Source: an optimization exercise on an open RTL-to-GDS flow (aim: small area, a short achievable clock period and few clock cycles per item). Production flows keep margins and buffers that such runs may drop. Where RTL was checked, it was by simulation tests only, not by an equivalence proof against the original. No functional check of the RTL was part of runs 5 and 6. Power and IR drop assume default switching activity.

### flow/design.v
package muldiv_controller_pkg;
   localparam int XLEN_DEF = 32;
   localparam logic [2:0] F3_MUL    = 3'b000;
   localparam logic [2:0] F3_MULH   = 3'b001;
   localparam logic [2:0] F3_MULHSU = 3'b010;
   localparam logic [2:0] F3_MULHU  = 3'b011;
   localparam logic [2:0] F3_DIV    = 3'b100;
   localparam logic [2:0] F3_DIVU   = 3'b101;
   localparam logic [2:0] F3_REM    = 3'b110;
   localparam logic [2:0] F3_REMU   = 3'b111;
   function automatic logic is_div(input logic [2:0] f3);
      is_div = f3[2];
   endfunction
   function automatic logic is_div_signed(input logic [2:0] f3);
      is_div_signed = f3[2] & ~f3[0];
   endfunction
   function automatic logic is_rem(input logic [2:0] f3);
      is_rem = f3[2] & f3[1];
   endfunction
endpackage
module muldiv_multiplier (
   input  logic [36:0] i_op1,
   input  logic [32:0] i_m,       
   input  logic        i_one0,
   input  logic        i_two0,
   input  logic        i_neg0,
   input  logic        i_cin0,
   input  logic        i_one1,
   input  logic        i_two1,
   input  logic        i_neg1,
   input  logic        i_cin1,
   output logic [36:0] o_sum
);
   logic [36:0] w_pp0, w_pp1, w_s, w_c;
   always_comb begin
      w_pp0 = '0;
      if (i_one0) w_pp0 = {{4{i_m[32]}}, i_m};
      if (i_two0) w_pp0 = {{3{i_m[32]}}, i_m, 1'b0};
      w_pp0 = w_pp0 ^ {37{i_neg0}};
      w_pp1 = '0;
      if (i_one1) w_pp1 = {{2{i_m[32]}}, i_m, 2'b00};
      if (i_two1) w_pp1 = {i_m[32], i_m, 3'b000};
      w_pp1 = w_pp1 ^ {37{i_neg1}};
   end
   assign w_s   = i_op1 ^ w_pp0 ^ w_pp1;
   assign w_c   = {(i_op1[35:0] & w_pp0[35:0]) | (i_op1[35:0] & w_pp1[35:0]) | (w_pp0[35:0] & w_pp1[35:0]), i_cin1};
   logic [36:0] w_g, w_p;
   always_comb begin
      logic [36:0] g, p, gn, pn;
      g = w_s & w_c;
      p = w_s ^ w_c;
      g[0] = g[0] | (p[0] & i_cin0);
      for (int d = 1; d < 37; d = d * 2) begin
         gn = g;
         pn = p;
         for (int i = 0; i < 37; i++)
            if ((i / d) % 2 == 1) begin
               gn[i] = g[i] | (p[i] & g[(i / d) * d - 1]);
               pn[i] = p[i] & p[(i / d) * d - 1];
            end
         g = gn;
         p = pn;
      end
      w_g = g;
   end
   assign w_p   = w_s ^ w_c;
   assign o_sum = w_p ^ {w_g[35:0], i_cin0};
endmodule
module muldiv_controller
#(
   parameter int XLEN = muldiv_controller_pkg::XLEN_DEF
) (
   input  logic            CLK,
   input  logic            RESET,
   input  logic            START,
   input  logic [2:0]      FUNCT3,
   input  logic [XLEN-1:0] OPERAND_A,
   input  logic [XLEN-1:0] OPERAND_B,
   input  logic            FLUSH,
   output logic            BUSY,
   output logic            DONE,
   output logic [XLEN-1:0] RESULT
);
   logic        r_busy;
   logic        r_done;
   logic        r_mul;       
   logic        r_div;       
   logic        r_nega;      
   logic        r_fix;       
   logic        r_div0;      
   logic        r_rem;       
   logic        r_hi;        
   logic        r_mcs;       
   logic        r_sb;        
   logic        r_negres;    
   logic [5:0]  r_n;         
   logic        c_oph, c_opd, c_opnl, c_opnh;
   logic        c_one0, c_two0, c_neg0, c_cin0, c_one1, c_two1, c_neg1, c_cin1;
   logic [31:0] r_x;         
   logic [31:0] r_l;         
   logic [33:0] r_h;         
   logic        r_e;         
   localparam int MS  = 12;    
   localparam int DSA = 16;    
   localparam int DSB = 5;
   logic w_in_div, w_in_sdiv, w_in_rem, w_in_b0, w_in_nega, w_in_sb;
   assign w_in_div  = muldiv_controller_pkg::is_div(FUNCT3);
   assign w_in_sdiv = muldiv_controller_pkg::is_div_signed(FUNCT3);
   assign w_in_rem  = muldiv_controller_pkg::is_rem(FUNCT3);
   assign w_in_b0   = (OPERAND_B == 32'b0);
   assign w_in_nega = w_in_sdiv & OPERAND_A[31];
   assign w_in_sb   = w_in_sdiv & OPERAND_B[31];
   logic w_ms12;
   assign w_ms12 = (r_l[MS-1:0] == {MS{r_e}}) && (r_n >= 6'(MS));
   logic [31:0] w_bm;
   logic [32:0] w_s;         
   logic [31:0] w_f;         
   logic [31+DSA:0] w_r16;
   logic [31+DSB:0] w_r5;
   logic        w_ds16, w_ds5;
   assign w_bm = r_x ^ {32{r_sb}};
   always_comb begin
      logic [31:0] p;
      p = w_bm;
      for (int d = 1; d < 32; d = d * 2)
         for (int i = 0; i < 32; i++)
            if (i + d < 32) p[i] = p[i] | p[i + d];
      w_s = {1'b0, p};
   end
   assign w_f   = ~w_s[32:1];
   assign w_r16 = {r_h[31:0], r_l[31:32-DSA]};
   assign w_r5  = {r_h[31:0], r_l[31:32-DSB]};
   assign w_ds16 = ~r_h[33] && ~|(w_r16[31:0] & w_f) && ~|w_r16[31+DSA:32] && (r_n >= 6'(DSA));
   assign w_ds5  = ~r_h[33] && ~|(w_r5[31:0]  & w_f) && ~|w_r5[31+DSB:32]  && (r_n >= 6'(DSB));
   logic w_s16, w_s12, w_s5, w_skip;
   assign w_s12  = r_mul & w_ms12;
   assign w_s16  = r_div & w_ds16;
   assign w_s5   = r_div & w_ds5;
   assign w_skip = w_s16 | w_s12 | w_s5;
   logic [32:0] w_m;
   logic [36:0] w_op1;
   logic [36:0] w_sum;
   logic        w_ge;
   assign w_m   = {r_mcs & r_x[31], r_x};
   assign w_op1 = ({37{c_oph}}  & {{3{r_h[33]}}, r_h})
                | ({37{c_opd}}  & {{2{r_h[33]}}, r_h, r_l[31]})
                | ({37{c_opnl}} & ~{5'b00000, r_l})
                | ({37{c_opnh}} & ~{{3{r_h[33]}}, r_h});
   muldiv_multiplier u_mul (
      .i_op1  (w_op1),
      .i_m    (w_m),
      .i_one0 (c_one0),
      .i_two0 (c_two0),
      .i_neg0 (c_neg0),
      .i_cin0 (c_cin0),
      .i_one1 (c_one1),
      .i_two1 (c_two1),
      .i_neg1 (c_neg1),
      .i_cin1 (c_cin1),
      .o_sum  (w_sum)
   );
   assign w_ge = ~w_sum[36];
   logic [5:0] w_nn;          
   logic       w_last, w_fixnext, w_end;
   always_comb begin
      if (w_s16)      w_nn = r_n - 6'(DSA);
      else if (w_s12) w_nn = r_n - 6'(MS);
      else if (w_s5)  w_nn = r_n - 6'(DSB);
      else if (r_mul) w_nn = r_n - 6'd4;
      else            w_nn = r_n - 6'd1;
   end
   assign w_last = (w_s16 & (r_n == 6'(DSA))) | (w_s12 & (r_n == 6'(MS))) | (w_s5 & (r_n == 6'(DSB)))
                 | (~w_skip & ((r_mul & (r_n == 6'd4)) | (r_div & (r_n == 6'd1))));
   logic f_corr, f_mfix, f_neg;
   assign f_mfix = r_mul;
   assign f_corr = r_div & r_rem & ~w_skip & ~w_ge;
   assign f_neg  = r_div & r_negres;
   assign w_fixnext = r_negres | f_corr;
   assign w_end  = r_div0 | r_fix | (w_last & ~w_fixnext);
   logic n_mul, n_div, n_nega, n_fix, n_sub;
   always_comb begin
      if (!r_busy) begin
         n_mul  = ~w_in_div;
         n_div  = w_in_div & ~w_in_nega;
         n_nega = w_in_nega;
         n_fix  = 1'b0;
         n_sub  = 1'b1;
      end else begin
         n_mul  = r_mul & ~w_last;
         n_div  = (r_div & ~w_last) | r_nega;
         n_nega = 1'b0;
         n_fix  = w_last & w_fixnext;
         n_sub  = r_nega | w_skip | w_ge;
      end
   end
   logic [3:0] n_lb;
   logic       n_e;
   always_comb begin
      if (!r_busy) begin
         n_lb = OPERAND_A[3:0];
         n_e  = 1'b0;
      end else if (w_s12) begin
         n_lb = r_l[MS+3:MS];
         n_e  = r_e;
      end else begin
         n_lb = r_l[7:4];
         n_e  = r_l[3];
      end
   end
   always_ff @(posedge CLK) begin
      if (RESET || FLUSH) begin
         r_busy <= 1'b0;
         r_done <= 1'b0;
      end else if (!r_busy) begin
         r_busy <= START;
         r_done <= 1'b0;
      end else if (w_end) begin
         r_busy <= 1'b0;
         r_done <= 1'b1;
      end
   end
   always_ff @(posedge CLK) begin
      r_mul  <= n_mul;
      r_div  <= n_div;
      r_nega <= n_nega;
      r_fix  <= n_fix;
      r_div0 <= ~r_busy & w_in_div & w_in_b0;
      if (n_fix) begin
         c_oph  <= f_mfix | (f_corr & ~f_neg);
         c_opd  <= 1'b0;
         c_opnl <= f_neg & ~r_rem;
         c_opnh <= f_neg & r_rem;
         c_one0 <= f_mfix | f_corr;
         c_two0 <= 1'b0;
         c_neg0 <= f_corr & (f_neg ^ r_sb);
         c_cin0 <= (f_corr & r_sb) | f_neg;
         c_one1 <= 1'b0;
         c_two1 <= 1'b0;
         c_neg1 <= 1'b0;
         c_cin1 <= f_corr & f_neg & ~r_sb;
      end else begin
         c_oph  <= n_mul;
         c_opd  <= n_div;
         c_opnl <= n_nega;
         c_opnh <= 1'b0;
         c_one0 <= n_mul ? (n_lb[0] ^ n_e) : n_div;
         c_two0 <= n_mul & ((n_lb[1] & ~n_lb[0] & ~n_e) | (~n_lb[1] & n_lb[0] & n_e));
         c_neg0 <= n_mul ? n_lb[1] : (n_div & (n_sub ^ (r_busy ? r_sb : w_in_sb)));
         c_cin0 <= n_mul ? n_lb[1] : ((n_div & (n_sub ^ (r_busy ? r_sb : w_in_sb))) | n_nega);
         c_one1 <= n_mul & (n_lb[2] ^ n_lb[1]);
         c_two1 <= n_mul & ((n_lb[3] & ~n_lb[2] & ~n_lb[1]) | (~n_lb[3] & n_lb[2] & n_lb[1]));
         c_neg1 <= n_mul & n_lb[3];
         c_cin1 <= n_mul & n_lb[3];
      end
      if (!r_busy) begin
         r_rem    <= w_in_rem;
         r_hi     <= w_in_div ? (w_in_rem & ~w_in_b0) : (FUNCT3[1:0] != 2'b00);
         r_mcs    <= w_in_div ? w_in_sdiv : (FUNCT3[1:0] == 2'b01);
         r_sb     <= w_in_sb;
         r_negres <= w_in_div ? (w_in_sdiv & (OPERAND_A[31] ^ (OPERAND_B[31] & ~w_in_rem)))
                              : ((FUNCT3[1:0] == 2'b11) & OPERAND_A[31]);
      end
   end
   always_ff @(posedge CLK) begin
      if (!r_busy) begin
         r_x <= OPERAND_B;
         r_l <= OPERAND_A;
         r_h <= '0;
         r_e <= 1'b0;
         r_n <= 6'd32;
      end else if (r_div0) begin
         if (!r_rem) r_l <= '1;
      end else begin
         if (r_mul | r_div) r_n <= w_nn;
         if (r_mul) r_e <= n_e;
         if (r_mul) begin
            if (w_s12)      r_h <= {{MS{r_h[33]}}, r_h[33:MS]};
            else            r_h <= {w_sum[36], w_sum[36:4]};
         end else if (r_div) begin
            if (w_s16)      r_h <= {2'b00, w_r16[31:0]};
            else if (w_s5)  r_h <= {2'b00, w_r5[31:0]};
            else            r_h <= w_sum[33:0];
         end else if (r_fix & r_hi) begin
            r_h <= w_sum[33:0];
         end
         if (r_mul) begin
            if (w_s12)      r_l <= {r_h[MS-1:0], r_l[31:MS]};
            else            r_l <= {w_sum[3:0], r_l[31:4]};
         end else if (r_div) begin
            if (w_s16)      r_l <= {r_l[31-DSA:0], DSA'(0)};
            else if (w_s5)  r_l <= {r_l[31-DSB:0], DSB'(0)};
            else            r_l <= {r_l[30:0], w_ge};
         end else if (r_nega | (r_fix & ~r_hi)) begin
            r_l <= w_sum[31:0];
         end
      end
   end
   assign BUSY   = r_busy;
   assign DONE   = r_done;
   assign RESULT = r_hi ? r_h[31:0] : r_l;
endmodule
### flow/flow/run.sh
#!/bin/bash
# Standard ORFS layout (the standard.sh), with two changes to how it is made:
#  - timing repair aims for MARGIN ns of setup slack at the design's clock period
#    (the SDC is unchanged), repairing only the worst path (TNS_END_PERCENT in config.mk);
#  - the port buffers that buffer_ports puts on every input and output are buf_1 cells.
# make's full output goes to flow_make.log in this folder.
set -euo pipefail
MARGIN=$(cat flow/margin.txt)
export BUFFER_PORTS_ARGS="-buffer_cell sky130_fd_sc_hd__buf_1"
bash standard.sh finish SETUP_SLACK_MARGIN=$MARGIN > flow_make.log 2>&1
### flow/flow/margin.txt
8
### flow/standard.sh
#!/bin/bash
# synth_recipe.tcl (not shown) runs the flow's synth.tcl, then flattens the netlist and writes it again
# the make line also repeats each setting of config.mk as NAME=value (left out here)
make -C /OpenROAD-flow-scripts/flow DESIGN_CONFIG=/design/flow/config.mk WORK_HOME=/design/flow/orfs CLKGATE_MAP_FILE= SYNTH_SCRIPT=/design/flow/synth_recipe.tcl "${@:-finish}"
### flow/config.mk
export PLATFORM = sky130hd
export DESIGN_NAME = muldiv_controller
export DESIGN_NICKNAME = muldiv_controller
export VERILOG_FILES = /design/flow/design.v
export SDC_FILE = /design/flow/constraint.sdc
export NUM_CORES = 4
export LEC_CHECK = 0
export CAP_MARGIN = 20
export CORE_MARGIN = 2
export CORE_UTILIZATION = 50
export SLEW_MARGIN = 20
export TNS_END_PERCENT = 0
### flow/constraint.sdc
create_clock -name core_clock -period 11.0 [get_ports {CLK}]
set_input_delay 2.2000 -clock core_clock [delete_from_list [all_inputs] [get_ports {CLK}]]
set_output_delay 2.2000 -clock core_clock [all_outputs]
set_load 0.01 [all_outputs]
==> out/metrics.csv, run 1 <==
stage;metric;value;unit
status;status;timing/DRC/antenna clean;
timing;Max Freq;0.2162;GHz
floorplanning;Rows;61;
drt;Via-to-Cell Ratio;6.936;
grt;initial antenna violation count;2;
timing;RSZ-0062 raised after global routing;yes;
critical_path;RR Startpoint;r_l[23]$_DFFE_PP_;
power_and_ir_drop;PwrDens;253.8;mW/mm^2
floorplanning;I/O pin count;105;
place;routability congestion estimate from global placement;1.011;
power_and_ir_drop;total power;0.003995;W
power_and_ir_drop;net switching power;0.002109;W
cts;Num Clock Sinks;129;
hold_path;hold path start;r_n[4]$_SDFFE_PN0P_;
layout;Post-Route Utilization;0.5696;
synth;ys async rst share;0;
timing;Tmin final;4626;ps
floorplanning;Die Height;171.2;microns
synth;top post-synthesis cells by area;edfxtp_1 (15%), dfxtp_1 (8.7%), nand2_1 (6.4%);
place;dpl hpwl;43670;microns
critical_path;CP max FO;5;
synth;Primary FF master, synth;edfxtp_1;
critical_path;cells along the critical path;inv_1 > a221o_1 > fa_1 > ha_1 > nand4_1 > nor4_2 > nand3_1 > nand3_4 > a21o_1 > a21o_1 > a31oi_1 > a211o_1 > nand4b_1 > o311ai_2;
hold_path;HP Class;reg -> reg;
cts;CTS tree;yes;
drt;Post-route DRC;0;
place;Port Buffers;104;
timing;Worst slew margin;0.1947;
timing;Tcrit/Tclk final;0.4206;
grt;first-pass GRT wire length;90520;microns
place;placed cell areas;0.01440;sq mm
critical_path;CP max stage cell;edfxtp_1;
floorplanning;Initial Util;0.5058;
floorplanning;die area;0.02930;sq mm
critical_path;critical path type;reg -> reg;
critical_path;worst setup path start;r_l[23]$_DFFE_PP_;
critical_path;data arrival time of the critical path;4950;ps
synth;Yosys warning count;2;
flow_run;Max Cap Viol;0;
timing;worst slew pin tran;1204;ps
synth;Seq cells post-synth;129;
power_and_ir_drop;internal cell power;0.001886;W
layout;post-layout instance area;0.01574;sq mm
synth;area of the mapped netlist;0.01397;sq mm
drt;routed vias;15110;
power_and_ir_drop;clock power share;0.134;
synth;Avg Cell Area, Syn;7.948;sq um
timing;Final Hold Vio Count;0;
layout;P&R area growth vs syn;12.63;%
power_and_ir_drop;switching part of the total;0.5280;
power_and_ir_drop;Max VDD drop;0.1460;mV
drt;Routed Antenna Nets;0;
timing;# setup viols final;0;
floorplanning;Core ar.;0.02763;sq mm
critical_path;WP buf/inv;1;
critical_path;Critical Path End Type;flop;
critical_path;CP peak stage delay;640;ps
grt;GRT overflow;0;
synth;register area share after synthesis;0.2335;
power_and_ir_drop;Lkg Pwr;6.028;nW
grt;vias in the first global route;13960;
layout;Final #Nets;1941;
power_and_ir_drop;sequential power share;0.187;
timing;Clock Skews;28.46;ps
cts;# H-tree levels;4;
timing;post-route setup TNS;0;ps
critical_path;cell family with most CP delay;compound AO/OA/AOI/OAI gates;
power_and_ir_drop;Logic pwr share;0.679;
floorplanning;die width;171.2;microns
cts;clk latency of the worst-skew pair;480;ps
critical_path;startpoint types;flop;
synth;Synth cell types;98;
synth;Synth Instances;1758;
cts;Reg clk slew, reported paths;80;ps
critical_path;Required @ worst endpoint;11320;ps
synth;biggest area consumer among synthesized cells;edfxtp_1;
timing;Pins Over Slew Limit;0;
grt;largest net degree at the start of global routing;76;
layout;share of layout cells above drive strength 1;0.1417;
synth;Post-Syn Nets;1913;
drt;1st-pass router iterations;6;
synth;Post-synth EDFFs;68;
cts;maximum root-to-sink buffer count;2;
drt;WL final;62070;microns
synth;share of the synthesized area in the top cell type;0.1461;
cts;CTS Buf Count;17;
cts;CTS root buf;clkbuf_16;
critical_path;most frequent CP cell;a21o_1;
drt;drt initial violations;2184;
layout;FILL cells;2602;
grt;GRT Total Usage;0.4242;
drt;Routed WL per cell;28.49;microns
## what timing repair did
action | in CTS | in global routing
resized for setup | 65 | 19
gates cloned | 5 | 0
hold buffers | 0 | 0
setup endpoints to repair | 125 | 125
pin swaps | 20 | 20
hold endpoints to repair | 0 | 0
buffers inserted | 23 | 8
## worst register-to-register path: stages, from the launching register on
cell      delay (ps)
edfxtp_1         640
inv_1            310
a221o_1          430
fa_1             460
ha_1             410
nand4_1          170
nor4_2           430
nand3_1          220
nand3_4          170
a21o_1           240
a21o_1           220
a31oi_1          140
a211o_1          340
nand4b_1         160
o311ai_2         120
## layout by cell type (no fill, tap or decap), types with 18 or more instances in the layout
cell type / n
nand2_1: 237
a21oi_1: 120
o21ai_0: 117
buf_1: 104
inv_1: 93
nor2_1: 93
edfxtp_1: 68
xnor2_1: 63
a22oi_1: 63
buf_4: 58
dfxtp_1: 46
o211ai_1: 39
fa_1: 39
ha_1: 39
mux2_2: 36
nand3_1: 33
a221o_1: 29
xor2_1: 26
mux2i_1: 26
o21ai_1: 24
a221oi_1: 22
nand4_1: 21
nor4_1: 18
## cell families (layout without fill, tap and decap cells)
| group | count (synthesis) | count (layout) | synth area share |
|---|---|---|---|
| fa+ha+maj | 84 | 84 | 0.09832 |
| flops | 129 | 129 | 0.2335 |
| other cells | 0 | 2 | 0 |
| xor+xnor | 104 | 104 | 0.06519 |
| compound gates | 604 | 604 | 0.3010 |
| buf+inv | 261 | 301 | 0.08112 |
| simple gates | 513 | 514 | 0.1724 |
| mux | 63 | 63 | 0.04844 |
## path summary, 6_finish.rpt
check	slack, ps	to	depth (start not counted)
max	6370	c_neg0$_DFF_P_	14
min	480	r_n[4]$_SDFFE_PN0P_	2
max reg2reg	6370	c_neg0$_DFF_P_	14
min reg2reg	480	r_n[4]$_SDFFE_PN0P_	2
## through the flow
| step | hold slack [ps] | cells | setup WS (ps) |
|---|---|---|---|
| after detailed placement | 479.1 | 2109 | 5659 |
| after floorplan | 452.1 | 1758 | 6934 |
| after global routing | 496.9 | 2177 | 6311 |
| final | 480.9 | 2179 | 6374 |
| after global placement | 464.5 | 2109 | 5682 |
| after CTS | 486.9 | 2169 | 6539 |
## synth_stat cells (9+ instances only)
cell	number
and3_1	9
a31oi_1	12
o21ai_1	20
a21oi_1	128
o21ai_0	121
a221o_1	29
xor2_1	29
inv_1	94
ha_1	41
edfxtp_1	68
nor4_1	19
nor2b_1	9
mux2_2	37
a22oi_1	63
fa_1	43
o211ai_1	39
o21bai_1	9
or2_2	11
xnor2_1	75
a21o_1	16
buf_1	15
nor3_1	18
o22ai_1	14
nand2b_1	9
buf_2	19
or4_1	12
buf_6	15
a221oi_1	25
nand3_1	34
a211oi_1	10
mux2i_1	26
clkbuf_1	109
dfxtp_1	61
nand2_1	238
nor2_1	93
nand4_1	21
## state kept, by name, summed over array words and instances (netlist names), 6 cells and up
name  cells
r_h      34
r_l      32
r_x      32
r_n       6
## per-layer routing
metal  up-vias  wire length, microns  global-route usage
li1       6539                     -                   -
met1      7131                 23270              0.5313
met2      1122                 25420              0.6147
met3       318                  8152              0.1399
met4         4                  5203              0.2962
met5         -                    23                   0
## cell type report
class,count,area [sq um],area share
Multi-Input combinational cell,1369,10000,0.6356
Antenna cell,2,5.005,0.0003180
Inverter,97,364.1,0.02313
Clock inverter,13,86.33,0.005485
Tap cell,378,473.0,0.03005
Timing Repair Buffer,172,1071,0.06805
Sequential cell,129,3299,0.2096
Clock buffer,19,436.7,0.02774
## power by group through the flow
| stage | combinational, W | sequential, W | clock [W] |
|---|---|---|---|
| global route | 0.00286 | 0.000741 | 0.000558 |
| finish | 0.00271 | 0.000747 | 0.000537 |
| global placement | 0.00227 | 0.000744 | 0 |
| CTS | 0.00253 | 0.000731 | 0.000538 |
| detailed placement | 0.00230 | 0.000743 | 0 |
| floorplan | 0.00166 | 0.000617 | 0 |
Testbench counts, summed over its fixed seeds: cycles 41,404, ops 4,800.
==> run 2, diff against run 1 <==
--- a/flow/config.mk
+++ b/flow/config.mk
@@ -5,8 +5,10 @@
 export SDC_FILE = /design/flow/constraint.sdc
 export NUM_CORES = 4
 export LEC_CHECK = 0
+export ABC_AREA = 1
 export CAP_MARGIN = 20
 export CORE_MARGIN = 2
 export CORE_UTILIZATION = 50
+export PLACE_DENSITY = 0.7
 export SLEW_MARGIN = 20
 export TNS_END_PERCENT = 0
==> run 2 against run 1 <==
  * Critical path depth is 11 higher
  * Setup slack better by 450 ps
  * Global-route usage is 4.1 points higher
  * Wire length is 9.6% higher
  * Fmax is 11% higher
  * Sequential share of layout area is 0.91 points lower
  * Clock skew is 12 ps lower
  * Synthesized area is 0.34% higher
  * Total power is 5.3% lower
  * Cell area is 4.4% higher
==> out/metrics.csv, run 2 <==
stage;metric;value;unit;change
grt;vias in the first global route;15360;;+10%
place;Port Buffers;104;;unchanged
power_and_ir_drop;Lkg Pwr;7.157;nW;+19%
drt;Via-to-Cell Ratio;6.453;;-7.0%
layout;FILL cells;2746;;+5.5%
hold_path;HP Class;reg -> reg;;
flow_run;Max Cap Viol;0;;unchanged
grt;largest net degree at the start of global routing;80;;+5.3%
synth;Seq cells post-synth;129;;unchanged
critical_path;Setup crit end;r_done$_SDFFE_PP0N_;;
grt;initial antenna violation count;4;;+2
drt;Routed WL per cell;26.44;microns;-7.2%
critical_path;worst setup path start;r_l[16]$_DFFE_PP_;;
layout;share of layout cells above drive strength 1;0.1243;;-0.01743
timing;Pins Over Slew Limit;0;;unchanged
cts;CTS tree;yes;;
timing;# setup viols final;0;;unchanged
timing;Tcrit/Tclk final;0.3794;;-0.04115
timing;final setup margin;6826;ps;+452.7 ps
power_and_ir_drop;Max VDD drop;0.2087;mV;+43%
drt;Post-route DRC;0;;unchanged
synth;Commonest cells post-synth;nand2_1 (507), inv_1 (228), nor2_1 (190);;
synth;Post-Syn Nets;2264;;+18%
critical_path;worst r2r dst;r_done$_SDFFE_PP0N_;;
layout;Top Registers;r_h (34), r_l (32), r_x (32);;
timing;Clock Skews;16.10;ps;-12.37 ps
critical_path;Reg2Reg Setup Slack;6830;ps;+450 ps
place;placed cell areas;0.01458;sq mm;+1.2%
place;dpl hpwl;48430;microns;+11%
cts;CTS root buf;clkbuf_16;;
cts;CTS Buf Count;17;;unchanged
floorplanning;I/O pin count;105;;unchanged
timing;RSZ-0062 raised after global routing;yes;;
critical_path;Required @ worst endpoint;11350;ps;+30 ps
timing;Tmin final;4174;ps;-452.7 ps
layout;P&R area growth vs syn;17.21;%;
synth;ys async rst share;0;;unchanged
timing;post-route setup TNS;0;ps;unchanged
synth;top post-synthesis cells by area;edfxtp_1 (15%), nand2_1 (14%), dfxtp_1 (8.7%);;
floorplanning;Core ar.;0.02771;sq mm;+0.28%
critical_path;critical path type;reg -> reg;;
synth;Avg Cell Area, Syn;6.648;sq um;-16%
timing;hold_ws;536.9;ps;+56.01 ps
cts;CTS Hold Bufs;0;;unchanged
drt;routed vias;16610;;+9.9%
synth;Post-synth EDFFs;68;;unchanged
layout;Largest Register;r_h;;
timing;worst slew pin tran;983.9;ps;-219.7 ps
synth;Yosys warning count;2;;unchanged
floorplanning;Die Height;171.5;microns;+0.17%
floorplanning;Rows;61;;unchanged
drt;1st-pass router iterations;10;;+4
grt;first-pass GRT wire length;98440;microns;+8.7%
synth;area of the mapped netlist;0.01402;sq mm;+0.34%
layout;post-layout instance area;0.01643;sq mm;+4.4%
layout;most common cell after layout, fill and taps aside;nand2_1;;
status;status;timing/DRC/antenna clean;;
cts;clk latency of the worst-skew pair;470;ps;about the same
drt;drt initial violations;2730;;+25%
critical_path;RR Startpoint;r_l[16]$_DFFE_PP_;;
floorplanning;die width;171.5;microns;+0.17%
synth;register area share after synthesis;0.2327;;-0.0007919
power_and_ir_drop;PwrDens;230.3;mW/mm^2;-9.3%
layout;commonest cells after routing, fill and taps aside;nand2_1 (493), inv_1 (218), nor2_1 (185);;
grt;GRT Total Usage;0.4651;;+0.04095
critical_path;startpoint types;flop;;
layout;max FFs per register;34;;unchanged
layout;Antenna diodes;0;;-2
cts;Reg clk slew, reported paths;60;ps;-20 ps
synth;biggest area consumer among synthesized cells;edfxtp_1;;
critical_path;worst r2r path cells;25;;+11
synth;share of the synthesized area in the top cell type;0.1456;;-0.0004955
synth;Synth Instances;2109;;+20%
place;routability congestion estimate from global placement;1.031;;+2.0%
critical_path;data arrival time of the critical path;4530;ps;-420 ps
synth;Primary FF master, synth;edfxtp_1;;
drt;WL final;68050;microns;+9.6%
cts;Num Clock Sinks;129;;unchanged
critical_path;Critical Path End Type;flop;;
grt;GRT overflow;0;;unchanged
cts;# H-tree levels;4;;unchanged
timing;Final Hold Vio Count;0;;unchanged
power_and_ir_drop;total power;0.003785;W;-5.3%
cts;maximum root-to-sink buffer count;2;;unchanged
drt;Routed Antenna Nets;0;;unchanged
synth;Synth cell types;56;;-43%
floorplanning;Initial Util;0.5061;;about the same
timing;Worst slew margin;0.3372;;+0.1425
layout;Final #Nets;2338;;+20%
synth;cell with the most instances after synthesis;nand2_1;;
timing;Max Freq;0.2396;GHz;+11%
critical_path;CP max FO;5;;unchanged
floorplanning;die area;0.02940;sq mm;+0.33%
place;dpl ws;5946;ps;+287.4 ps
==> run 2: cell count changes in the layout (fill, tap and decap cells not counted), sizes merged, moves of 62 or more <==
cell,delta
xnor2,-62
nor2,+111
inv,+133
nand2,+280
nand3,+73
o22ai,+66
a22oi,-62
==> run 2: critical path: stages, from the launching register on <==
cell and delay, ps:
edfxtp_1 630, inv_1 340, a221oi_2 380, fa_1 460
inv_1 120, ha_1 160, a21o_1 130, nand3_1 70
nand2_1 150, nand2_1 70, nand3_1 110, inv_1 90
nor2_1 110, nor2_2 60, nand2_2 100, nand2_2 70
nand2_1 70, nand2_1 100, nand2_4 160, nand3_4 110
nand2_4 110, inv_2 50, nand2_1 50, nand2_1 110
o21ai_2 200, inv_1 50
==> run 2: worst min-delay path by stage <==
stage	slack, ps	cells after the start	to	startpoint
floorplan	490	2	r_done$_SDFFE_PP0N_	r_done$_SDFFE_PP0N_
global placement	460	2	r_done$_SDFFE_PP0N_	r_done$_SDFFE_PP0N_
detailed placement	460	2	r_done$_SDFFE_PP0N_	r_done$_SDFFE_PP0N_
CTS	480	2	r_done$_SDFFE_PP0N_	r_done$_SDFFE_PP0N_
global route	540	2	r_done$_SDFFE_PP0N_	r_done$_SDFFE_PP0N_
finish	540	2	r_done$_SDFFE_PP0N_	r_done$_SDFFE_PP0N_
==> run 2: report_power, final <==
part           internal, W  total, W  switching [W]  leakage (nW)
logic             0.000873   0.00253        0.00166          5.67
clock network     0.000336  0.000580       0.000243         0.272
registers         0.000564  0.000674       0.000110          1.22
==> run 2: cell type report <==
cell class | count | area, sq um | area share
multi-input combinational | 1612 | 9920 | 0.6036
sequential | 129 | 3296 | 0.2005
timing repair buffer | 179 | 1202 | 0.07316
inverter | 243 | 948.4 | 0.05771
clock buffer | 20 | 479.2 | 0.02916
tap | 378 | 473.0 | 0.02878
clock inverter | 12 | 107.6 | 0.006547
timing repair inverter | 1 | 8.758 | 0.0005329
==> run 2: cell families (layout without fill, tap and decap cells) <==
kind of cell | Yosys count | count (layout) | synth area share
flops | 129 | 129 | 0.2327
buf+inv | 369 | 455 | 0.1070
xor+xnor | 100 | 100 | 0.06247
fa+ha+maj | 84 | 84 | 0.09798
compound gates | 534 | 534 | 0.2309
simple gates | 893 | 894 | 0.2689
==> run 2: per-stage QoR <==
| step | cells | utilization |
|---|---|---|
| floorplan | 2109 | - |
| global placement | 2493 | 0.5262 |
| detailed placement | 2493 | 0.5262 |
| CTS | 2567 | 0.5848 |
| global route | 2574 | 0.5932 |
| finish | 2574 | 0.5932 |
==> run 2: routing by layer <==
layer	part of all wire	vias to the layer above	track usage
li1	-	7284	-
met1	0.38	7691	0.5972
met2	0.40	1318	0.6558
met3	0.15	309	0.1843
met5	0.00069	-	0
met4	0.067	8	0.2745
==> run 2: what timing repair did <==
| item | CTS | global route |
|---|---|---|
| gates cloned | 6 | 0 |
| pin swaps | 32 | 15 |
| endpoints found under the setup margin | 124 | 157 |
| gates resized for setup | 127 | 30 |
| buffers inserted | 36 | 7 |
==> run 3, diff against run 2 <==
--- a/flow/config.mk
+++ b/flow/config.mk
@@ -9,6 +9,6 @@
 export CAP_MARGIN = 20
 export CORE_MARGIN = 2
 export CORE_UTILIZATION = 50
-export PLACE_DENSITY = 0.7
+export CTS_BUF_LIST = sky130_fd_sc_hd__clkbuf_4 sky130_fd_sc_hd__clkbuf_8
 export SLEW_MARGIN = 20
 export TNS_END_PERCENT = 0
==> run 3 against run 2 <==
  * Still clean
  * Global-route usage fell by 0.39 points
  * Cell count rose by 1.2%
  * Combinational power rose by 7%
  * Register-to-register slack improved by 30 ps
  * Clock power fell by 23%
  * Critical path depth fell by 6
  * Synthesized area did not move
  * Sequential share of layout area fell by 0.61 points
  * Via count rose by 0.87%
  * Largest cell class unchanged
  * Largest power group unchanged
  * Highest routed layer unchanged
==> out/metrics.csv, run 3 <==
stage;metric;value;unit;change
status;status;timing/DRC/antenna clean;;
critical_path;CP max FO;7;;+2
critical_path;Critical Path End Type;flop;;
critical_path;Required @ worst endpoint;11270;ps;-80 ps
synth;ys async rst share;0;;unchanged
hold_path;Hold EP;r_done$_SDFFE_PP0N_;;
critical_path;worst r2r dst;r_l[23]$_DFFE_PP_;;
grt;largest net degree at the start of global routing;91;;+14%
hold_path;hold path start;r_done$_SDFFE_PP0N_;;
power_and_ir_drop;Max VDD drop;0.1256;mV;-40%
drt;Via-to-Cell Ratio;6.434;;-0.29%
cts;clk latency of the worst-skew pair;530;ps;+60 ps
critical_path;Reg2Reg Setup Slack;6860;ps;+30 ps
critical_path;most frequent CP cell;nand2_2;;
synth;area of the mapped netlist;0.01402;sq mm;unchanged
floorplanning;Initial Util;0.5061;;unchanged
drt;Routed Antenna Nets;0;;unchanged
synth;Post-Synth XOR/XNOR Area;0.06247;;unchanged
cts;# H-tree levels;4;;unchanged
grt;GRT overflow;0;;unchanged
layout;P&R area growth vs syn;21.32;%;
layout;Final #Nets;2364;;+1.1%
drt;routed vias;16760;;+0.87%
synth;Compound-Gate Fraction of Synth Area;0.2309;;unchanged
grt;vias in the first global route;15400;;+0.21%
synth;biggest area consumer among synthesized cells;edfxtp_1;;
floorplanning;die area;0.02940;sq mm;unchanged
drt;drt initial violations;2580;;-5.5%
cts;Num Clock Sinks;129;;unchanged
critical_path;cell family with most CP delay;simple AND/OR/NAND/NOR gates;;
critical_path;RR Startpoint;c_two1$_SDFF_PP0_;;
timing;Clock Skews;26.96;ps;+10.86 ps
floorplanning;Core ar.;0.02771;sq mm;unchanged
critical_path;CP max stage cell;fa_1;;
cts;Reg clk slew, reported paths;80;ps;+20 ps
power_and_ir_drop;Lkg Pwr;7.321;nW;+2.3%
critical_path;startpoint types;flop;;
floorplanning;Die Height;171.5;microns;unchanged
layout;Largest Register;r_h;;
synth;Synth Instances;2109;;unchanged
place;dpl ws;6155;ps;+209.0 ps
cts;CTS tree;yes;;
timing;Final Hold Vio Count;0;;unchanged
grt;first-pass GRT wire length;97950;microns;-0.49%
critical_path;cells along the critical path;nor2_4 > buf_6 > clkinvlp_4 > o22ai_2 > xor2_1 > fa_1 > ha_2 > nand4_1 > nor3_2 > nand2_4 > nand2_8 > nand2_2 > nand2_2 > inv_1 > o21bai_2 > xor2_2 > nor2_1 > o21ai_1 > a31oi_1;;
timing;final setup margin;6858;ps;+32.04 ps
layout;FF/Latch Area;0.003307;sq mm;+0.34%
synth;Post-Synth Simple-Gate Area;0.2689;;unchanged
drt;WL final;68370;microns;+0.48%
timing;Max Freq;0.2415;GHz;+0.77%
flow_run;Max Cap Viol;0;;unchanged
synth;register area share after synthesis;0.2327;;unchanged
critical_path;WP buf/inv;3;;-2
floorplanning;Rows;61;;unchanged
timing;post-route setup TNS;0;ps;unchanged
timing;Tcrit/Tclk final;0.3765;;-0.002913
synth;Seq cells post-synth;129;;unchanged
synth;post-synthesis mux area share;0;;unchanged
synth;Synth cell types;56;;unchanged
layout;share of layout cells above drive strength 1;0.1674;;+0.04310
synth;Commonest cells post-synth;nand2_1 (507), inv_1 (228), nor2_1 (190);;
timing;# setup viols final;0;;unchanged
cts;CTS Hold Bufs;0;;unchanged
timing;Worst slew margin;0.3696;;+0.03243
power_and_ir_drop;PwrDens;225.1;mW/mm^2;-2.2%
synth;Primary FF master, synth;edfxtp_1;;
synth;Post-Syn Nets;2264;;unchanged
cts;CTS Buf Count;17;;unchanged
layout;Top Registers;r_h (34), r_l (32), r_x (32);;
place;routability congestion estimate from global placement;0.9957;;-3.4%
drt;Routed WL per cell;26.26;microns;-0.68%
synth;Avg Cell Area, Syn;6.648;sq um;unchanged
layout;most common cell after layout, fill and taps aside;nand2_1;;
timing;RSZ-0062 raised after global routing;yes;;
place;Port Buffers;104;;unchanged
timing;worst slew pin tran;945.6;ps;-38.25 ps
critical_path;CP peak stage delay;430;ps;-200 ps
critical_path;worst r2r path cells;19;;-24%
grt;GRT Total Usage;0.4612;;-0.003941
layout;commonest cells after routing, fill and taps aside;nand2_1 (480), inv_1 (208), nor2_1 (182);;
floorplanning;die width;171.5;microns;unchanged
layout;max FFs per register;34;;unchanged
critical_path;critical path type;reg -> reg;;
synth;post-synthesis adder-cell area fraction;0.09798;;unchanged
synth;Yosys warning count;2;;unchanged
place;dpl hpwl;47270;microns;-2.4%
grt;initial antenna violation count;3;;-1
synth;Post-synth EDFFs;68;;unchanged
synth;cell with the most instances after synthesis;nand2_1;;
drt;Post-route DRC;0;;unchanged
cts;maximum root-to-sink buffer count;2;;unchanged
synth;share of the synthesized area in the top cell type;0.1456;;unchanged
timing;Tmin final;4142;ps;-32.04 ps
cts;CTS root buf;clkbuf_8;;
timing;Pins Over Slew Limit;0;;unchanged
drt;1st-pass router iterations;9;;-1
hold_path;HP Class;reg -> reg;;
layout;FILL cells;2575;;-6.2%
floorplanning;I/O pin count;105;;unchanged
hold_path;hold path depth;2;;unchanged
critical_path;data arrival time of the critical path;4410;ps;-120 ps
synth;largest family of logic cells by synthesized area;simple AND/OR/NAND/NOR gates;;
layout;Multi-input gate area;0.01040;sq mm;+4.8%
synth;top post-synthesis cells by area;edfxtp_1 (15%), nand2_1 (14%), dfxtp_1 (8.7%);;
[run 3: cell counts after synthesis]
Identical to the previous run, type by type.
[run 3: worst min-delay path, cell delays in order (launching register included)]
cell and delay [ps]:
dfxtp_1 330, o21ai_1 60, inv_1 40
[run 3: worst max-delay path by stage]
stage | startpoint | to | cells after the start | slack (ps)
2_1_floorplan | c_two0$_SDFF_PP0_ | r_l[17]$_DFFE_PP_ | 21 | 7300
3_3_place_gp | c_neg1$_SDFF_PP0_ | r_l[19]$_DFFE_PP_ | 19 | 6230
3_5_place_dp | c_neg1$_SDFF_PP0_ | r_l[31]$_DFFE_PP_ | 21 | 6160
4_1_cts | r_l[31]$_DFFE_PP_ | r_l[15]$_DFFE_PP_ | 21 | 7040
5_1_grt | c_two1$_SDFF_PP0_ | r_l[23]$_DFFE_PP_ | 19 | 6650
6_report | c_two1$_SDFF_PP0_ | r_l[23]$_DFFE_PP_ | 19 | 6860
[run 3: logic make-up after synthesis]
kind of cell / count (synthesis)
AND/OR/NAND/NOR: 893
AO/OA/AOI/OAI: 534
buffers and inverters: 369
flip-flops: 129
XOR/XNOR: 100
adder cells (fa/ha/maj): 84
[run 3: through the flow]
step / hold slack [ps] / util / total power (W) / cell area (sq um) / cells
5_1_grt: 492.2 / 0.6137 / 0.003986 / 17000 / 2601
6_report: 453.0 / 0.6140 / 0.003830 / 17010 / 2604
4_1_cts: 470.4 / 0.5842 / 0.003389 / 16190 / 2580
3_5_place_dp: 450.2 / 0.5243 / 0.002727 / 14530 / 2486
2_1_floorplan: 494.9 / - / 0.002057 / 14090 / 2109
3_3_place_gp: 451.6 / 0.5243 / 0.002718 / 14530 / 2486
[run 3: layout make-up]
| cell class | instances | share of cell area |
|---|---|---|
| Sequential cell | 129 | 0.1944 |
| Clock inverter | 4 | 0.002722 |
| Timing Repair Buffer | 202 | 0.08393 |
| Multi-Input combinational cell | 1612 | 0.6111 |
| Clock buffer | 28 | 0.02118 |
| Timing Repair inverter | 4 | 0.001839 |
| Tap cell | 378 | 0.02780 |
| Inverter | 243 | 0.05642 |
| Antenna cell | 4 | 0.0005885 |
[run 3: repair_timing]
item | CTS | global route
endpoints found under the setup margin | 156 | 156
gates cloned | 10 | 0
setup buffers | 52 | 20
pin swaps | 40 | 63
gates resized for setup | 149 | 114
[run 3: where the power goes]
group          switching, W  internal [W]
logic               0.00174      0.000969
registers          0.000116      0.000563
clock network      0.000215      0.000230
[run 3: routing by layer]
layer	routed length (microns)	track usage
met2	27990	0.6735
met1	24900	0.5727
met3	10050	0.1763
met5	58	0.01391
met4	5367	0.2800
==> run 4, diff against run 3 <==
--- a/flow/config.mk
+++ b/flow/config.mk
@@ -9,6 +9,5 @@
 export CAP_MARGIN = 20
 export CORE_MARGIN = 2
 export CORE_UTILIZATION = 50
-export CTS_BUF_LIST = sky130_fd_sc_hd__clkbuf_4 sky130_fd_sc_hd__clkbuf_8
 export SLEW_MARGIN = 20
 export TNS_END_PERCENT = 0
==> run 4 against run 3 <==
  * Combinational power shrank 3%
  * Cell count shrank 0.46%
  * Sequential share of layout area grew 0.13 points
  * Clock-buffer cell count grew 1
  * Non-clock buffer count shrank 15
==> out/metrics.csv, run 4 <==
stage;metric;value;unit;change
critical_path;data arrival time of the critical path;4270;ps;-140 ps
place;routability congestion estimate from global placement;0.9957;;unchanged
drt;Via-to-Cell Ratio;6.434;;about the same
power_and_ir_drop;PwrDens;229.4;mW/mm^2;+1.9%
layout;Top Registers;r_h (34), r_l (32), r_x (32);;
timing;Tcrit/Tclk final;0.3686;;-0.007927
place;dpl hpwl;47270;microns;unchanged
synth;Synth cell types;56;;unchanged
drt;1st-pass router iterations;10;;+1
layout;most common cell after layout, fill and taps aside;nand2_1;;
synth;Primary FF master, synth;edfxtp_1;;
critical_path;CP max FO;7;;unchanged
grt;GRT Total Usage;0.4610;;about the same
synth;share of the synthesized area in the top cell type;0.1456;;unchanged
grt;GRT overflow;0;;unchanged
grt;routing usage on met3;0.1848;;+0.008514
synth;area of the mapped netlist;0.01402;sq mm;unchanged
drt;drt initial violations;2509;;-2.8%
floorplanning;I/O pin count;105;;unchanged
synth;top post-synthesis cells by area;edfxtp_1 (15%), nand2_1 (14%), dfxtp_1 (8.7%);;
floorplanning;die width;171.5;microns;unchanged
power_and_ir_drop;Lkg Pwr;7.287;nW;-0.46%
place;Port Buffers;104;;unchanged
synth;Commonest cells post-synth;nand2_1 (507), inv_1 (228), nor2_1 (190);;
grt;largest net degree at the start of global routing;91;;unchanged
critical_path;CP peak stage delay;550;ps;+120 ps
synth;ys async rst share;0;;unchanged
timing;worst slew pin tran;936.5;ps;-9.126 ps
timing;post-route setup TNS;0;ps;unchanged
cts;# H-tree levels;4;;unchanged
hold_path;hold path start;r_done$_SDFFE_PP0N_;;
critical_path;CP max stage cell;fa_1;;
synth;Post-synth EDFFs;68;;unchanged
synth;Synth Instances;2109;;unchanged
critical_path;critical path type;reg -> reg;;
grt;first-pass GRT wire length;97900;microns;about the same
timing;# setup viols final;0;;unchanged
cts;maximum root-to-sink buffer count;2;;unchanged
layout;max FFs per register;34;;unchanged
grt;initial antenna violation count;6;;+3
floorplanning;Core ar.;0.02771;sq mm;unchanged
cts;CTS root buf;clkbuf_16;;
floorplanning;Die Height;171.5;microns;unchanged
status;status;timing/DRC/antenna clean;;
synth;Seq cells post-synth;129;;unchanged
cts;Num Clock Sinks;129;;unchanged
timing;Final Hold Vio Count;0;;unchanged
flow_run;Max Cap Viol;0;;unchanged
critical_path;Reg2Reg Setup Slack;6950;ps;+90 ps
floorplanning;Initial Util;0.5061;;unchanged
cts;CTS Buf Count;17;;unchanged
critical_path;RR Startpoint;c_two1$_SDFF_PP0_;;
drt;Routed WL per cell;26.31;microns;+0.20%
synth;biggest area consumer among synthesized cells;edfxtp_1;;
layout;commonest cells after routing, fill and taps aside;nand2_1 (484), inv_1 (212), nor2_1 (182);;
critical_path;Required @ worst endpoint;11210;ps;-60 ps
layout;Largest Register;r_h;;
critical_path;WP buf/inv;4;;+1
critical_path;Critical Path End Type;flop;;
critical_path;cell family with most CP delay;compound AO/OA/AOI/OAI gates;;
layout;Post-Route Utilization;0.6105;;-0.003478
drt;routed vias;16680;;-0.47%
drt;WL final;68190;microns;-0.26%
critical_path;worst setup path start;c_two1$_SDFF_PP0_;;
layout;FILL cells;2603;;+1.1%
cts;CTS tree;yes;;
synth;Post-Syn Nets;2264;;unchanged
layout;Final #Nets;2349;;-0.63%
floorplanning;Rows;61;;unchanged
drt;Routed Antenna Nets;0;;unchanged
critical_path;cells along the critical path;nor2_4 > buf_4 > clkinvlp_4 > buf_4 > o22ai_1 > xor2_1 > fa_1 > inv_1 > ha_1 > a21oi_1 > o21ai_2 > a21oi_2 > nand2_8 > a21oi_4 > o21bai_4 > xnor2_2 > o221ai_1 > nand2_1 > a21oi_1;;
layout;FF/Latch Area;0.003309;sq mm;about the same
grt;vias in the first global route;15380;;-0.091%
timing;RSZ-0062 raised after global routing;yes;;
cts;Reg clk slew, reported paths;70;ps;about the same
grt;grt peak-use layer;met2;;
timing;Worst slew margin;0.3757;;+0.006085
grt;GR Layer Usage met1;0.5699;;-0.002767
synth;Yosys warning count;2;;unchanged
cts;clk latency of the worst-skew pair;470;ps;-60 ps
layout;P&R area growth vs syn;20.63;%;
timing;Clock Skews;17.12;ps;-9.839 ps
power_and_ir_drop;Max VDD drop;0.1397;mV;+11%
timing;Pins Over Slew Limit;0;;unchanged
grt;met2 usage;0.6702;;-0.003318
cts;CTS Hold Bufs;0;;unchanged
timing;Tmin final;4054;ps;-87.20 ps
synth;Avg Cell Area, Syn;6.648;sq um;unchanged
synth;register area share after synthesis;0.2327;;unchanged
hold_path;HP Class;reg -> reg;;
drt;Post-route DRC;0;;unchanged
layout;share of layout cells above drive strength 1;0.1513;;-0.01608
critical_path;startpoint types;flop;;
timing;Max Freq;0.2466;GHz;+2.2%
synth;cell with the most instances after synthesis;nand2_1;;
layout;Multi-input gate area;0.01026;sq mm;-1.3%
floorplanning;die area;0.02940;sq mm;unchanged
## run 4: cell counts after synthesis
No cell type changed its count.
## run 4: repair_timing
action	CTS	global route
gates resized for setup	140	91
pin swaps	35	55
setup buffers	47	10
endpoints found under the setup margin	157	157
cloned	10	0
## run 4: layout make-up
cell class | count | area share
clock buffer | 29 | 0.03322
multi-input combinational | 1612 | 0.6066
timing repair inverter | 4 | 0.001849
antenna | 7 | 0.001036
timing repair buffer | 187 | 0.07634
clock inverter | 3 | 0.0009617
inverter | 243 | 0.05637
tap | 378 | 0.02796
sequential | 129 | 0.1957
## run 4: final timing paths
check	end	cells past startpoint
setup reg to reg	r_l[28]$_DFFE_PP_	19
setup / recovery	r_l[28]$_DFFE_PP_	19
hold / removal	r_done$_SDFFE_PP0N_	2
hold reg to reg	r_done$_SDFFE_PP0N_	2
## run 4: report_power, final
group / internal [W] / switching (W)
clock: 0.000343 / 0.000234
sequential: 0.000564 / 0.000123
combinational: 0.000927 / 0.00169
## run 4: logic make-up (layout without fill, tap and decap cells)
group	Yosys count	after routing	synth area share
other cells	0	7	0
xor+xnor	100	100	0.06247
compound gates	534	534	0.2309
fa+ha+maj	84	84	0.09798
flops	129	129	0.2327
buf+inv	369	466	0.1070
simple gates	893	894	0.2689
## run 4: worst reg2reg max path, stage by stage (launching register included)
cell	delay [ps]
dfxtp_4	370
nor2_4	150
buf_4	150
clkinvlp_4	80
buf_4	170
o22ai_1	190
xor2_1	130
fa_1	550
inv_1	70
ha_1	180
a21oi_1	220
o21ai_2	100
a21oi_2	250
nand2_8	130
a21oi_4	200
o21bai_4	80
xnor2_2	430
o221ai_1	210
nand2_1	90
a21oi_1	60
## run 4: routing by layer
metal | vias up | routed length [microns]
met5 | - | 26
met4 | 4 | 5385
met3 | 383 | 9931
met2 | 1336 | 27760
met1 | 7649 | 25090
li1 | 7305 | -
## run 4: through the flow
| step | setup WS (ps) | cells | hold WS [ps] | total power [W] | instance area (sq um) |
|---|---|---|---|---|---|
| after global routing | 6796 | 2586 | 487.4 | 0.004035 | 16900 |
| after floorplan | 7296 | 2109 | 494.9 | 0.002057 | 14090 |
| final | 6946 | 2592 | 449.2 | 0.003881 | 16910 |
| after global placement | 6233 | 2486 | 451.6 | 0.002718 | 14530 |
| after CTS | 7048 | 2575 | 466.5 | 0.003504 | 16290 |
| after detailed placement | 6155 | 2486 | 450.2 | 0.002727 | 14530 |
==> run 5, diff against run 4 <==
--- a/flow/design.v
+++ b/flow/design.v
@@ -268,8 +268,6 @@
          r_h <= '0;
          r_e <= 1'b0;
          r_n <= 6'd32;
-      end else if (r_div0) begin
-         if (!r_rem) r_l <= '1;
       end else begin
          if (r_mul | r_div) r_n <= w_nn;
          if (r_mul) r_e <= n_e;
@@ -280,17 +278,21 @@
             if (w_s16)      r_h <= {2'b00, w_r16[31:0]};
             else if (w_s5)  r_h <= {2'b00, w_r5[31:0]};
             else            r_h <= w_sum[33:0];
-         end else if (r_fix & r_hi) begin
+         end else if (r_nega) begin
+            r_h <= '0;
+         end else begin
             r_h <= w_sum[33:0];
          end
-         if (r_mul) begin
+         if (r_div0) begin
+            r_l <= r_l | {32{~r_rem}};
+         end else if (r_mul) begin
             if (w_s12)      r_l <= {r_h[MS-1:0], r_l[31:MS]};
             else            r_l <= {w_sum[3:0], r_l[31:4]};
          end else if (r_div) begin
             if (w_s16)      r_l <= {r_l[31-DSA:0], DSA'(0)};
             else if (w_s5)  r_l <= {r_l[31-DSB:0], DSB'(0)};
             else            r_l <= {r_l[30:0], w_ge};
-         end else if (r_nega | (r_fix & ~r_hi)) begin
+         end else begin
             r_l <= w_sum[31:0];
          end
       end
--- a/flow/config.mk
+++ b/flow/config.mk
@@ -5,9 +5,8 @@
 export SDC_FILE = /design/flow/constraint.sdc
 export NUM_CORES = 4
 export LEC_CHECK = 0
-export ABC_AREA = 1
 export CAP_MARGIN = 20
 export CORE_MARGIN = 2
-export CORE_UTILIZATION = 50
+export CORE_UTILIZATION = 30
 export SLEW_MARGIN = 20
 export TNS_END_PERCENT = 0
==> run 5 against run 4 <==
  * Via count decreased by 12%
  * Setup slack got worse by 840 ps
  * Cell area is 7.4% lower
  * Worst hold slack better by 42 ps
  * Die area increased by 59%
  * Largest cell class unchanged
  * Synthesized area shrank 3.9%
  * Wire length shrank 9.5%
  * Combinational power grew 13%
  * Utilization shrank 26 points
  * Cell count decreased by 6.9%
  * Still clean
  * Global-route usage shrank 20 points
  * Total power increased by 12%
==> out/metrics.csv, run 5 <==
stage;metric;value;unit;change
layout;most common cell after layout, fill and taps aside;nand2_1;;
place;Port Buffers;104;;unchanged
drt;routed vias;14760;;-12%
critical_path;Critical Path End Type;flop;;
synth;Primary FF master, synth;dfxtp_1;;
grt;routing usage on met3;0.05370;;-0.1311
layout;FILL cells;4759;;+83%
timing;Clock Skews;19.32;ps;+2.204 ps
power_and_ir_drop;total power;0.004329;W;+12%
grt;met2 usage;0.4099;;-0.2603
synth;register area share after synthesis;0.2184;;-0.01433
floorplanning;die area;0.04663;sq mm;+59%
cts;# H-tree levels;4;;unchanged
cts;clk latency of the worst-skew pair;470;ps;about the same
grt;GRT Total Usage;0.2594;;-0.2016
cts;CTS root buf;clkbuf_16;;
power_and_ir_drop;Max VDD drop;0.2390;mV;+71%
synth;top post-synthesis cells by area;dfxtp_1 (14%), edfxtp_1 (8.0%), fa_1 (6.4%);;
layout;Post-Route Utilization;0.3536;;-0.2569
drt;Routed Antenna Nets;0;;unchanged
synth;Avg Cell Area, Syn;7.549;sq um;+14%
synth;Post-synth EDFFs;36;;-47%
timing;Worst slew margin;0.1916;;-0.1841
timing;worst slew pin tran;1208;ps;+271.7 ps
critical_path;critical path type;reg -> reg;;
critical_path;CP max FO;5;;-2
cts;Num Clock Sinks;129;;unchanged
drt;Routed WL per cell;25.58;microns;-2.8%
flow_run;Max Cap Viol;0;;unchanged
timing;# setup viols final;0;;unchanged
hold_path;Hold EP;r_busy$_SDFF_PP0_;;
layout;final non-filler cell total;2413;;-6.9%
critical_path;Required @ worst endpoint;11330;ps;+120 ps
layout;commonest cells after routing, fill and taps aside;nand2_1 (215), o21ai_0 (144), a21oi_1 (132);;
critical_path;worst r2r dst;c_cin0$_DFF_P_;;
cts;CTS Buf Count;17;;unchanged
synth;Yosys warning count;2;;unchanged
synth;area of the mapped netlist;0.01347;sq mm;-3.9%
layout;Final #Nets;1962;;-16%
floorplanning;I/O pin count;105;;unchanged
synth;Post-Syn Nets;1940;;-14%
floorplanning;Core ar.;0.04432;sq mm;+60%
synth;ys async rst share;0;;unchanged
drt;Via-to-Cell Ratio;6.116;;-4.9%
hold_path;hold path depth;2;;unchanged
place;dpl hpwl;44650;microns;-5.5%
grt;first-pass GRT wire length;90250;microns;-7.8%
place;routability congestion estimate from global placement;0.9917;;-0.40%
synth;Seq cells post-synth;129;;unchanged
drt;1st-pass router iterations;7;;-3
drt;WL final;61720;microns;-9.5%
layout;max FFs per register;34;;unchanged
grt;vias in the first global route;13840;;-10%
cts;CTS tree;yes;;
status;status;timing/DRC/antenna clean;;
critical_path;data arrival time of the critical path;5230;ps;+960 ps
grt;GR Layer Usage met1;0.3253;;-0.2447
drt;Post-route DRC;0;;unchanged
synth;biggest area consumer among synthesized cells;dfxtp_1;;
critical_path;startpoint types;flop;;
timing;Max Freq;0.2043;GHz;-17%
grt;grt peak-use layer;met2;;
layout;Top Registers;r_h (34), r_l (32), r_x (32);;
floorplanning;Initial Util;0.3040;;-0.2020
synth;Synth Instances;1785;;-15%
timing;post-route setup TNS;0;ps;unchanged
critical_path;RR Startpoint;r_l[21]$_DFF_P_;;
synth;Synth cell types;84;;+50%
layout;share of layout cells above drive strength 1;0.1226;;-0.02874
place;cell count after placement;2346;;-5.6%
critical_path;worst setup path start;r_l[21]$_DFF_P_;;
power_and_ir_drop;PwrDens;276.3;mW/mm^2;+20%
power_and_ir_drop;Lkg Pwr;5.828;nW;-20%
timing;hold_ws;491.2;ps;+41.99 ps
hold_path;HP Class;reg -> reg;;
timing;Tcrit/Tclk final;0.4449;;+0.07631
timing;RSZ-0062 raised after global routing;yes;;
synth;share of the synthesized area in the top cell type;0.1382;;-0.007462
grt;GRT overflow;0;;unchanged
grt;largest net degree at the start of global routing;76;;-16%
layout;Largest Register;r_h;;
synth;Commonest cells post-synth;nand2_1 (218), o21ai_0 (147), a21oi_1 (138);;
critical_path;Reg2Reg Setup Slack;6110;ps;-840 ps
floorplanning;Die Height;215.9;microns;+26%
synth;cell with the most instances after synthesis;nand2_1;;
floorplanning;die width;215.9;microns;+26%
drt;drt initial violations;1902;;-24%
grt;initial antenna violation count;1;;-5
timing;Tmin final;4894;ps;+839.4 ps
timing;Pins Over Slew Limit;0;;unchanged
layout;P&R area growth vs syn;16.29;%;
cts;Reg clk slew, reported paths;60;ps;about the same
hold_path;hold path start;r_busy$_SDFF_PP0_;;
critical_path;worst r2r path cells;16;;-3
timing;Final Hold Vio Count;0;;unchanged
floorplanning;Rows;77;;+26%
cts;maximum root-to-sink buffer count;2;;unchanged
run 5: layer usage:
layer,vias up,wire length (microns)
met5,-,0
met1,7029,23890
li1,6562,-
met4,0,3953
met2,966,27710
met3,202,6177
run 5: cell type report:
| type | instances | area, sq um | area share |
|---|---|---|---|
| well taps | 592 | 740.7 | 0.04727 |
| repair buffers | 161 | 1003 | 0.06404 |
| diodes | 2 | 5.005 | 0.0003194 |
| clock buffers | 20 | 467.9 | 0.02987 |
| clock inverters | 11 | 172.7 | 0.01102 |
| flip-flops and latches | 129 | 2978 | 0.1901 |
| inverters | 106 | 402.9 | 0.02571 |
| multi-input cells | 1392 | 9898 | 0.6317 |
run 5: per-stage QoR:
step | setup slack, ps | area, sq um
after floorplan | 6599 | 13540
after global placement | 5717 | 14190
after detailed placement | 5618 | 14190
after CTS | 6078 | 15210
after global routing | 6061 | 15660
final | 6106 | 15670
run 5: worst max-delay path by stage:
stage                    endpoint  slack, ps
2_1_floorplan      c_cin0$_DFF_P_       6600
3_3_place_gp   r_h[26]$_SDFF_PN0_       5720
4_1_cts            c_cin0$_DFF_P_       6080
5_1_grt            c_cin0$_DFF_P_       6060
6_report           c_cin0$_DFF_P_       6110
3_5_place_dp   r_h[26]$_SDFF_PN0_       5620
run 5: worst max-delay path: stages (launching register included):
cell,delay [ps]
dfxtp_1,590
clkinvlp_4,310
a221o_1,410
fa_1,470
ha_1,360
and4_1,230
and4_4,200
a221o_1,360
a21oi_2,200
a21oi_4,90
o21ba_4,220
xnor2_4,130
buf_12,160
or3_4,350
nand2b_4,90
a2111oi_4,70
or4_1,530
run 5: power breakdown:
| part | internal, W | switching, W |
|---|---|---|
| clock network | 0.000399 | 0.000239 |
| registers | 0.000554 | 0.000174 |
| logic | 0.00107 | 0.00189 |
| total | 0.00203 | 0.00230 |
run 5: cells by family (layout without fill, tap and decap cells):
family	Yosys count	after routing	share of synthesized area
adder cells (fa/ha/maj)	84	84	0.1020
other	0	2	0
XOR/XNOR	106	106	0.06890
flip-flops	129	129	0.2184
multiplexers	59	59	0.04810
AND/OR/NAND/NOR	524	524	0.1808
buffers and inverters	264	298	0.07670
AO/OA/AOI/OAI	619	619	0.3051
run 5: repair_timing:
action | in CTS | in global routing
gates cloned | 5 | 0
setup buffers | 10 | 19
resized for setup | 41 | 58
pin swaps | 10 | 26
hold buffers | 0 | 0
setup endpoints to repair | 124 | 125
==> run 6, diff against run 5 <==
--- a/flow/config.mk
+++ b/flow/config.mk
@@ -5,8 +5,9 @@
 export SDC_FILE = /design/flow/constraint.sdc
 export NUM_CORES = 4
 export LEC_CHECK = 0
+export ABC_AREA = 1
 export CAP_MARGIN = 20
 export CORE_MARGIN = 2
-export CORE_UTILIZATION = 30
+export CORE_UTILIZATION = 50
 export SLEW_MARGIN = 20
 export TNS_END_PERCENT = 0
==> run 6 against run 5 <==
  * Still clean on timing, DRC and antenna
  * Wire length up 9.3%
  * Critical path depth increased by 2
  * Sequential power about the same
  * Clock power fell by 13%
  * Synthesized area grew 4.7%
  * Via count grew 16%
  * Cell count increased by 12%
  * Setup slack improved by 430 ps
  * Clock-buffer cell count down 1
  * Register-to-register slack improved by 430 ps
  * Non-clock buffer count is 13 higher
  * Sequential share of layout area down 0.47 points
  * Largest cell class unchanged
==> out/metrics.csv, run 6 <==
stage;metric;value;unit;change
layout;most common cell after layout, fill and taps aside;nand2_1;;
drt;Top Layer Used;met5;;
synth;ys async rst share;0;;unchanged
critical_path;WP buf/inv;1;;-1
timing;Tcrit/Tclk final;0.4056;;-0.03927
synth;Post-synth EDFFs;36;;unchanged
drt;Routed Antenna Nets;0;;unchanged
synth;Post-Syn Nets;2409;;+24%
cts;clk latency of the worst-skew pair;470;ps;about the same
drt;drt initial violations;2708;;+42%
synth;Seq cells post-synth;129;;unchanged
timing;Clock Skews;24.34;ps;+5.013 ps
timing;# setup viols final;0;;unchanged
floorplanning;Rows;61;;-21%
floorplanning;die area;0.02958;sq mm;-37%
floorplanning;I/O pin count;105;;unchanged
drt;Post-route DRC;0;;unchanged
synth;area of the mapped netlist;0.01411;sq mm;+4.7%
critical_path;data arrival time of the critical path;4820;ps;-410 ps
critical_path;Critical Path End Type;flop;;
cts;# H-tree levels;4;;unchanged
synth;Primary FF master, synth;dfxtp_1;;
layout;Largest Register;r_h;;
hold_path;HP Class;reg -> reg;;
drt;WL met3;9776;microns;+58%
power_and_ir_drop;switching part of the total;0.5733;;+0.04155
critical_path;startpoint types;flop;;
critical_path;cells along the critical path;o21ai_0 > a221oi_1 > fa_1 > inv_1 > ha_1 > a21o_1 > a21oi_1 > o21bai_1 > nand2_1 > nand2_1 > a21oi_1 > nand2_1 > xor2_2 > o221ai_1 > nand2_1 > nand2_1 > nand2_1 > nand2_1;;
cts;Num Clock Sinks;129;;unchanged
synth;biggest area consumer among synthesized cells;nand2_1;;
synth;Synth Instances;2254;;+26%
synth;top post-synthesis cells by area;nand2_1 (16%), dfxtp_1 (13%), edfxtp_1 (7.7%);;
grt;first-pass GRT wire length;97650;microns;+8.2%
power_and_ir_drop;sequential power share;0.172;;+0.004
status;status;timing/DRC/antenna clean;;
drt;wire length on met2;26550;microns;-4.2%
drt;routed vias;17060;;+16%
synth;register area share after synthesis;0.2085;;-0.009876
place;dpl hpwl;48480;microns;+8.6%
critical_path;most frequent CP cell;nand2_1;;
layout;FILL cells;2843;;-40%
synth;Commonest cells post-synth;nand2_1 (618), inv_1 (245), o21ai_0 (207);;
cts;CTS tree;yes;;
place;Port Buffers;104;;unchanged
grt;GRT overflow;0;;unchanged
synth;cell with the most instances after synthesis;nand2_1;;
drt;Via-to-Cell Ratio;6.291;;+2.9%
timing;RSZ-0062 raised after global routing;yes;;
timing;Tmin final;4462;ps;-432.0 ps
power_and_ir_drop;net switching power;0.002437;W;+5.9%
critical_path;CP peak stage delay;720;ps;+130 ps
timing;post-route setup TNS;0;ps;unchanged
grt;vias in the first global route;15440;;+12%
power_and_ir_drop;Lkg Pwr;7.333;nW;+26%
flow_run;Max Cap Viol;0;;unchanged
drt;1st-pass router iterations;12;;+5
layout;Top Registers;r_h (34), r_l (32), r_x (32);;
timing;Pins Over Slew Limit;0;;unchanged
cts;CTS root buf;clkbuf_16;;
synth;Synth cell types;56;;-33%
floorplanning;Die Height;172;microns;-20%
layout;Final #Nets;2473;;+26%
layout;share of layout cells above drive strength 1;0.1073;;-0.01534
critical_path;critical path type;reg -> reg;;
critical_path;cell family with most CP delay;compound AO/OA/AOI/OAI gates;;
drt;WL final;67480;microns;+9.3%
power_and_ir_drop;Logic pwr share;0.698;;+0.014
power_and_ir_drop;clock power share;0.130;;-0.017
floorplanning;Initial Util;0.5080;;+0.2039
critical_path;CP max stage cell;dfxtp_1;;
cts;maximum root-to-sink buffer count;2;;unchanged
timing;Worst slew margin;0.2392;;+0.04757
synth;Avg Cell Area, Syn;6.261;sq um;-17%
layout;P&R area growth vs syn;13.76;%;
critical_path;CP max FO;8;;+3
layout;max FFs per register;34;;unchanged
power_and_ir_drop;PwrDens;264.7;mW/mm^2;-4.2%
timing;worst slew pin tran;1140;ps;-68.12 ps
synth;Yosys warning count;2;;unchanged
layout;Post-Route Utilization;0.5779;;+0.2243
critical_path;Required @ worst endpoint;11360;ps;+30 ps
power_and_ir_drop;Max VDD drop;0.1511;mV;-37%
place;routability congestion estimate from global placement;1.025;;+3.4%
grt;GRT Total Usage;0.4571;;+0.1977
timing;hold_ws;459.8;ps;-31.34 ps
cts;CTS Buf Count;17;;unchanged
layout;commonest cells after routing, fill and taps aside;nand2_1 (602), inv_1 (234), o21ai_0 (203);;
drt;Routed WL per cell;24.88;microns;-2.7%
power_and_ir_drop;internal cell power;0.001814;W;-11%
floorplanning;Core ar.;0.02778;sq mm;-37%
drt;WL met1;25910;microns;+8.5%
cts;Reg clk slew, reported paths;60;ps;about the same
timing;Max Freq;0.2241;GHz;+9.7%
grt;largest net degree at the start of global routing;73;;-3.9%
timing;Final Hold Vio Count;0;;unchanged
floorplanning;die width;172;microns;-20%
synth;share of the synthesized area in the top cell type;0.1644;;+0.02620
grt;initial antenna violation count;5;;+4
[run 6: changes by cell type after synthesis, sizes merged, moves of 26 or more]
cell	before	now
clkbuf	114	84
nand3	34	106
nand2	218	627
a21oi	139	111
mux2i	26	0
o21ai	148	242
nor2	117	188
xor2	32	79
a221o	29	0
inv	103	263
xnor2	74	6
a22oi	59	0
mux2	33	0
[run 6: power groups by stage]
| stage | Combinational, W | Clock [W] | Sequential (W) |
|---|---|---|---|
| final | 0.00297 | 0.000554 | 0.000730 |
| after global routing | 0.00313 | 0.000573 | 0.000718 |
| after CTS | 0.00270 | 0.000555 | 0.000706 |
| after detailed placement | 0.00248 | 0 | 0.000714 |
| after global placement | 0.00247 | 0 | 0.000716 |
| after floorplan | 0.00169 | 0 | 0.000596 |
[run 6: area by class of cell]
cell class                 count  area, sq um  area share
timing repair inverter         5        36.28    0.002260
multi-input combinational   1725         9991      0.6223
tap                          378        473.0     0.02946
inverter                     266         1042     0.06492
timing repair buffer         174        983.4     0.06126
clock inverter                13        112.6    0.007014
sequential                   129         2975      0.1853
clock buffer                  19        432.9     0.02697
antenna                        3        7.507   0.0004676
[run 6: metal layers]
metal | up-vias | GRT usage
li1 | 7667 | -
met5 | - | 0.003478
met3 | 363 | 0.1822
met2 | 1261 | 0.6412
met4 | 4 | 0.2846
met1 | 7766 | 0.5830
[run 6: kinds of logic (layout without fill, tap and decap cells)]
family / count (synthesis) / in the layout / share of synthesized area
AO/OA/AOI/OAI: 568 / 568 / 0.2391
XOR/XNOR: 85 / 85 / 0.05275
adder cells (fa/ha/maj): 84 / 84 / 0.09735
buffers and inverters: 401 / 477 / 0.1116
flip-flops: 129 / 129 / 0.2085
other: 0 / 3 / 0
AND/OR/NAND/NOR: 987 / 988 / 0.2906
[run 6: metrics by stage]
step / area (sq um) / instances / setup WS [ps] / total power, W
6_report: 16050 / 2712 / 6538 / 0.004250
3_3_place_gp: 14560 / 2617 / 5687 / 0.003187
3_5_place_dp: 14560 / 2617 / 5682 / 0.003197
4_1_cts: 15840 / 2701 / 6792 / 0.003957
5_1_grt: 16050 / 2709 / 6465 / 0.004425
2_1_floorplan: 14170 / 2254 / 6948 / 0.002290
[run 6: path summary, 6_finish.rpt]
| check | from | end | cells past startpoint | slack, ps |
|---|---|---|---|---|
| worst max register to register | r_h[16]$_SDFF_PN0_ | r_l[26]$_DFF_P_ | 18 | 6540 |
| worst max-delay path | r_h[16]$_SDFF_PN0_ | r_l[26]$_DFF_P_ | 18 | 6540 |
| worst min register to register | r_done$_SDFFE_PP0N_ | r_done$_SDFFE_PP0N_ | 2 | 460 |
| worst min-delay path | r_done$_SDFFE_PP0N_ | r_done$_SDFFE_PP0N_ | 2 | 460 |
[run 6: tightest hold or removal path, delay by kind of cell, from the launching register on]
kind | cells | cell delay, ps
AOI/OAI and AO/OA | 1 | 70
DFF | 1 | 320
buffers and inverters | 1 | 40
[run 6: repair_timing]
| action | in CTS | in global routing |
|---|---|---|
| pin swaps | 25 | 21 |
| gates cloned | 7 | 0 |
| resized for setup | 78 | 31 |
| buffers inserted | 45 | 8 |
| hold buffers | 0 | 0 |
| endpoints found under the setup margin | 125 | 125 |
